Background: an optimization exercise with open tools, aiming at small area, a short achievable clock period and few clock cycles per item. Do not read the settings as production practice.
Only simulation tests tie the RTL to the original design; equivalence was not proved.
Power and IR drop assume default switching activity.

==> flow/design.v <==
package spq_pkg;
  localparam int unsigned DEPTH      = 16;
  localparam int unsigned DATA_WIDTH = 32;
  localparam int unsigned PRIO_WIDTH = 16;
  localparam int unsigned CNT_W      = $clog2(DEPTH + 1);
  localparam int unsigned CMD_W      = 2;
  localparam int unsigned PAYLOAD_W  = 32;
  localparam int unsigned PRIO_IN_W  = 16;
  localparam int unsigned DOUT_W     = 32;
  localparam int unsigned COUNT_W    = 5;
  localparam int unsigned STATUS_W   = 2;
  localparam logic [CMD_W-1:0] CMD_INSERT = 2'd0;
  localparam logic [CMD_W-1:0] CMD_REMOVE = 2'd1;
  localparam logic [CMD_W-1:0] CMD_PEEK   = 2'd2;
  localparam logic [STATUS_W-1:0] ST_OK    = 2'd0;
  localparam logic [STATUS_W-1:0] ST_FULL  = 2'd1;
  localparam logic [STATUS_W-1:0] ST_EMPTY = 2'd2;
  typedef struct packed {
    logic        [DATA_WIDTH-1:0] payload;
    logic signed [PRIO_WIDTH-1:0] prio;
  } entry_t;
  typedef struct packed {
    logic insert;
    logic remove;
  } cell_ctrl_t;
endpackage
module spq_cell (
  input  logic                clk_i,
  input  logic                we_i,
  input  spq_pkg::entry_t     new_entry_i,
  output logic [spq_pkg::DATA_WIDTH-1:0] payload_o,
  output logic                le_o
);
  localparam int unsigned W = spq_pkg::PRIO_WIDTH;
  spq_pkg::entry_t entry_q;
  logic [W-1:0]    a, b;
  assign a = {~entry_q.prio[W-1], entry_q.prio[W-2:0]};
  assign b = {~new_entry_i.prio[W-1], new_entry_i.prio[W-2:0]};
  logic [W-1:0]   g0, p0;
  logic [W/2-1:0] g1, p1;
  logic [W/4-1:0] g2, p2;
  logic [W/8-1:0] g3, p3;
  assign g0 = b & ~a;
  assign p0 = b | ~a;
  for (genvar k = 0; k < W/2; k++) begin : g_l1
    assign g1[k] = g0[2*k+1] | (p0[2*k+1] & g0[2*k]);
    assign p1[k] = g0[2*k+1] | (p0[2*k+1] & p0[2*k]);
  end
  for (genvar k = 0; k < W/4; k++) begin : g_l2
    assign g2[k] = g1[2*k+1] | (p1[2*k+1] & g1[2*k]);
    assign p2[k] = g1[2*k+1] | (p1[2*k+1] & p1[2*k]);
  end
  for (genvar k = 0; k < W/8; k++) begin : g_l3
    assign g3[k] = g2[2*k+1] | (p2[2*k+1] & g2[2*k]);
    assign p3[k] = g2[2*k+1] | (p2[2*k+1] & p2[2*k]);
  end
  assign le_o = g3[1] | (p3[1] & p3[0]);
  always_ff @(posedge clk_i) begin
    if (we_i) entry_q <= new_entry_i;
  end
  assign payload_o = entry_q.payload;
endmodule
module sorted_priority_queue (
  input  logic                                clk_i,
  input  logic                                rst_ni,
  input  logic                                start,
  output logic                                busy,
  input  logic [spq_pkg::CMD_W-1:0]           cmd_i,
  input  logic [spq_pkg::PAYLOAD_W-1:0]       payload_i,
  input  logic signed [spq_pkg::PRIO_IN_W-1:0] priority_req_i,
  output logic                                done_o,
  output logic [spq_pkg::DOUT_W-1:0]          data_out_o,
  output logic [spq_pkg::COUNT_W-1:0]         count_o,
  output logic [spq_pkg::STATUS_W-1:0]        status_o
);
  localparam int unsigned Depth = spq_pkg::DEPTH;
  localparam int unsigned CntW  = spq_pkg::CNT_W;
  localparam int unsigned IdxW  = $clog2(Depth);
  logic                           accept;
  logic                           full, empty;
  logic                           ins1, rem1, rd1;
  spq_pkg::entry_t                new_entry;
  logic [spq_pkg::DATA_WIDTH-1:0] slot_pay [Depth];
  logic [Depth-1:0]               slot_le;
  logic [Depth-1:0]               slot_we;
  logic [CntW-1:0]                count_q, count_d;
  logic                           full_q, empty_q;
  logic [spq_pkg::STATUS_W-1:0]   status_d;
  logic                           done2_q;
  logic                           ins2_q, rem2_q, rd2_q;
  logic                           wr_next_q, wr_last_q;
  logic [Depth-1:0]               le_q;
  logic [spq_pkg::STATUS_W-1:0]   status2_q;
  logic [IdxW-1:0]                order_q [Depth];
  logic [IdxW-1:0]                order_d [Depth];
  logic [Depth-1:0]               ahead;
  logic [Depth-1:0]               front_q, front_d;
  logic [Depth-1:0]               last_dec, second_dec;
  logic [spq_pkg::DATA_WIDTH-1:0] front_pay;
  logic                           done_q;
  logic [spq_pkg::DOUT_W-1:0]     data_q;
  logic [spq_pkg::STATUS_W-1:0]   status_q;
  logic [CntW-1:0]                count_out_q;
  assign busy   = 1'b0;
  assign accept = start && !busy;
  assign full   = full_q;
  assign empty  = empty_q;
  assign new_entry.payload = spq_pkg::DATA_WIDTH'(payload_i);
  assign new_entry.prio    = spq_pkg::PRIO_WIDTH'(priority_req_i);
  always_comb begin
    ins1     = 1'b0;
    rem1     = 1'b0;
    rd1      = 1'b0;
    count_d  = count_q;
    status_d = spq_pkg::ST_OK;
    if (accept) begin
      unique case (cmd_i)
        spq_pkg::CMD_INSERT: begin
          if (full) begin
            status_d = spq_pkg::ST_FULL;
          end else begin
            ins1    = 1'b1;
            count_d = count_q + 1'b1;
          end
        end
        spq_pkg::CMD_REMOVE, spq_pkg::CMD_PEEK: begin
          if (empty) begin
            status_d = spq_pkg::ST_EMPTY;
          end else begin
            rd1 = 1'b1;
            if (cmd_i == spq_pkg::CMD_REMOVE) begin
              rem1    = 1'b1;
              count_d = count_q - 1'b1;
            end
          end
        end
        default: begin
        end
      endcase
    end
  end
  for (genvar j = 0; j < Depth; j++) begin : g_slot
    logic at_last, at_next, at_front;
    assign at_last  = (order_q[Depth-1] == IdxW'(j));
    assign at_next  = (order_q[Depth-2] == IdxW'(j));
    assign at_front = front_q[j];
    assign slot_we[j] = (wr_next_q && at_next) || (rem2_q && at_front) ||
                        (wr_last_q && at_last);
    spq_cell u_cell (
      .clk_i       (clk_i),
      .we_i        (slot_we[j]),
      .new_entry_i (new_entry),
      .payload_o   (slot_pay[j]),
      .le_o        (slot_le[j])
    );
  end
  always_ff @(posedge clk_i or negedge rst_ni) begin
    if (!rst_ni) begin
      count_q  <= '0;
      full_q   <= 1'b0;
      empty_q  <= 1'b1;
      done2_q  <= 1'b0;
      ins2_q   <= 1'b0;
      rem2_q   <= 1'b0;
      rd2_q    <= 1'b0;
      wr_next_q <= 1'b0;
      wr_last_q <= 1'b1;
    end else begin
      count_q  <= count_d;
      full_q   <= (count_d == CntW'(Depth));
      empty_q  <= (count_d == '0);
      done2_q  <= accept;
      ins2_q   <= ins1;
      rem2_q   <= rem1;
      rd2_q    <= rd1;
      wr_next_q <= ins1 && (count_d != CntW'(Depth));
      wr_last_q <= !ins1 && !rem1 && (count_d != CntW'(Depth));
    end
  end
  always_ff @(posedge clk_i) begin
    le_q      <= slot_le;
    status2_q <= status_d;
  end
  for (genvar i = 0; i < Depth; i++) begin : g_pos
    if (i == 0) begin : g_front
      assign ahead[i] = |(le_q & front_q) && (count_out_q != '0);
    end else begin : g_other
      assign ahead[i] = le_q[order_q[i]] && (count_out_q > CntW'(i));
    end
    logic prev_ahead;
    if (i == 0) begin : g_first
      assign prev_ahead = 1'b1;
    end else begin : g_rest
      assign prev_ahead = ahead[i-1];
    end
    always_comb begin
      order_d[i] = order_q[i];
      if (ins2_q) begin
        if (!ahead[i]) begin
          if (prev_ahead) begin
            order_d[i] = order_q[Depth-1];
          end else begin
            order_d[i] = order_q[(i+Depth-1) % Depth];
          end
        end
      end else if (rem2_q) begin
        order_d[i] = order_q[(i+1) % Depth];
      end
    end
    always_ff @(posedge clk_i) begin
      if (!rst_ni) begin
        order_q[i] <= IdxW'(i);
      end else begin
        order_q[i] <= order_d[i];
      end
    end
  end
  for (genvar j = 0; j < Depth; j++) begin : g_dec
    assign last_dec[j]   = (order_q[Depth-1] == IdxW'(j));
    assign second_dec[j] = (order_q[1] == IdxW'(j));
  end
  always_comb begin
    front_d = front_q;
    if (ins2_q) begin
      if (!ahead[0]) front_d = last_dec;
    end else if (rem2_q) begin
      front_d = second_dec;
    end
  end
  always_ff @(posedge clk_i) begin
    if (!rst_ni) begin
      front_q <= Depth'(1);
    end else begin
      front_q <= front_d;
    end
  end
  always_comb begin
    front_pay = '0;
    for (int j = 0; j < Depth; j++) begin
      front_pay = front_pay | (slot_pay[j] & {spq_pkg::DATA_WIDTH{front_q[j]}});
    end
  end
  always_ff @(posedge clk_i or negedge rst_ni) begin
    if (!rst_ni) begin
      done_q <= 1'b0;
    end else begin
      done_q <= done2_q;
    end
  end
  always_ff @(posedge clk_i) begin
    data_q      <= rd2_q ? spq_pkg::DOUT_W'(front_pay) : '0;
    status_q    <= status2_q;
    count_out_q <= count_q;
  end
  assign done_o     = done_q;
  assign data_out_o = data_q;
  assign status_o   = status_q;
  assign count_o    = spq_pkg::COUNT_W'(count_out_q);
endmodule
export LEC_CHECK = 0
export ABC_AREA = 1
export CAP_MARGIN = 20
export CORE_MARGIN = 2
export CORE_UTILIZATION = 40
export CTS_CLUSTER_DIAMETER = 80
export CTS_CLUSTER_SIZE = 25
export SETUP_SLACK_MARGIN = 2.8
export SLEW_MARGIN = 20
export TNS_END_PERCENT = 25
create_clock -name core_clock -period 5.0 [get_ports {clk_i}]
standard.sh (not shown) runs the stock make flow with config.mk's settings and CLKGATE_MAP_FILE= SYNTH_SCRIPT=/design/flow/synth_recipe.tcl, a recipe that flattens the netlist after the stock synthesis.
==> flow/flow/run.sh <==
#!/bin/bash
# Layout flow: the standard flow (standard synthesis unchanged), with the
# port buffers made of plain buf_4 cells instead of the delay cells that
# buffer_ports picks by default. Every input and output port still gets its
# buffer; nothing else changes.
set -uo pipefail
export BUFFER_PORTS_ARGS="-buffer_cell sky130_fd_sc_hd__buf_4"
bash standard.sh finish > standard_flow.log 2>&1
status=$?
tail -n 20 standard_flow.log
exit $status
Testbench counts at the start, summed over its fixed seeds: cycles 16,008, items 16,000.
Change:
--- a/flow/design.v
+++ b/flow/design.v
@@ -85,13 +85,12 @@
   logic [Depth-1:0]               slot_we;
   logic [CntW-1:0]                count_q, count_d;
   logic                           full_q, empty_q;
   logic [spq_pkg::STATUS_W-1:0]   status_d;
   logic                           done2_q;
   logic                           ins2_q, rem2_q, rd2_q;
-  logic                           wr_next_q, wr_last_q;
   logic [Depth-1:0]               le_q;
   logic [spq_pkg::STATUS_W-1:0]   status2_q;
   logic [IdxW-1:0]                order_q [Depth];
   logic [IdxW-1:0]                order_d [Depth];
   logic [Depth-1:0]               ahead;
   logic [Depth-1:0]               front_q, front_d;
@@ -141,14 +140,14 @@
   end
   for (genvar j = 0; j < Depth; j++) begin : g_slot
     logic at_last, at_next, at_front;
     assign at_last  = (order_q[Depth-1] == IdxW'(j));
     assign at_next  = (order_q[Depth-2] == IdxW'(j));
     assign at_front = front_q[j];
-    assign slot_we[j] = (wr_next_q && at_next) || (rem2_q && at_front) ||
-                        (wr_last_q && at_last);
+    assign slot_we[j] = !full && ((ins2_q && at_next) || (rem2_q && at_front) ||
+                                  (!ins2_q && !rem2_q && at_last));
     spq_cell u_cell (
       .clk_i       (clk_i),
       .we_i        (slot_we[j]),
       .new_entry_i (new_entry),
       .payload_o   (slot_pay[j]),
       .le_o        (slot_le[j])
@@ -160,24 +159,20 @@
       full_q   <= 1'b0;
       empty_q  <= 1'b1;
       done2_q  <= 1'b0;
       ins2_q   <= 1'b0;
       rem2_q   <= 1'b0;
       rd2_q    <= 1'b0;
-      wr_next_q <= 1'b0;
-      wr_last_q <= 1'b1;
     end else begin
       count_q  <= count_d;
       full_q   <= (count_d == CntW'(Depth));
       empty_q  <= (count_d == '0);
       done2_q  <= accept;
       ins2_q   <= ins1;
       rem2_q   <= rem1;
       rd2_q    <= rd1;
-      wr_next_q <= ins1 && (count_d != CntW'(Depth));
-      wr_last_q <= !ins1 && !rem1 && (count_d != CntW'(Depth));
     end
   end
   always_ff @(posedge clk_i) begin
     le_q      <= slot_le;
     status2_q <= status_d;
   end
- The changed run ran to the end with no violations
- worst setup slack improves by 0.078 ns
- clock-buffer cell count goes up by 2
- wire length fell by 2.8%
- final cell count decreases by about 0.6%
- die area is about the same
- sequential cell count falls by 2
- combinational power is about the same
- via count fell by about 0.9%
- hold slack improved by 0.083 ns
- synthesized area is about the same
- critical path depth does not change
- final area fell by about 0.6%
- synthesized cell count went down by 1.1%
- fmax rose by 3.5%
Testbench counts after the change, summed over its fixed seeds: cycles 16,008, items 16,000.

afterwards: timing with drivers on the ports:
Ports are ideal in the flow. The routed layouts listed here were re-timed in OpenROAD. Step 1 assumes that a clkbuf_16 drives the clock port and a buf_2 every other input. Step 2 also shifts input and output timing later by t, the mid clock arrival at the registers, as if the neighbouring blocks saw the same clock. Three values: no drivers, after step 1, after step 2; two values: the first two.
run	t (ns)	slack for setup (ns)	slew at the worst register clock pin (ns)	pins driven straight from the clock port
the first run	0.760	2.672 / 2.597 / 2.232	0.11 / 0.11	1
the second run	0.747	2.750 / 2.677 / 2.225	0.10 / 0.10	1
After both steps setup and hold are still met in every run listed. For the second run, which loses most, drivers alone change the setup slack by -0.073 ns; drivers and shift together by -0.525 ns.
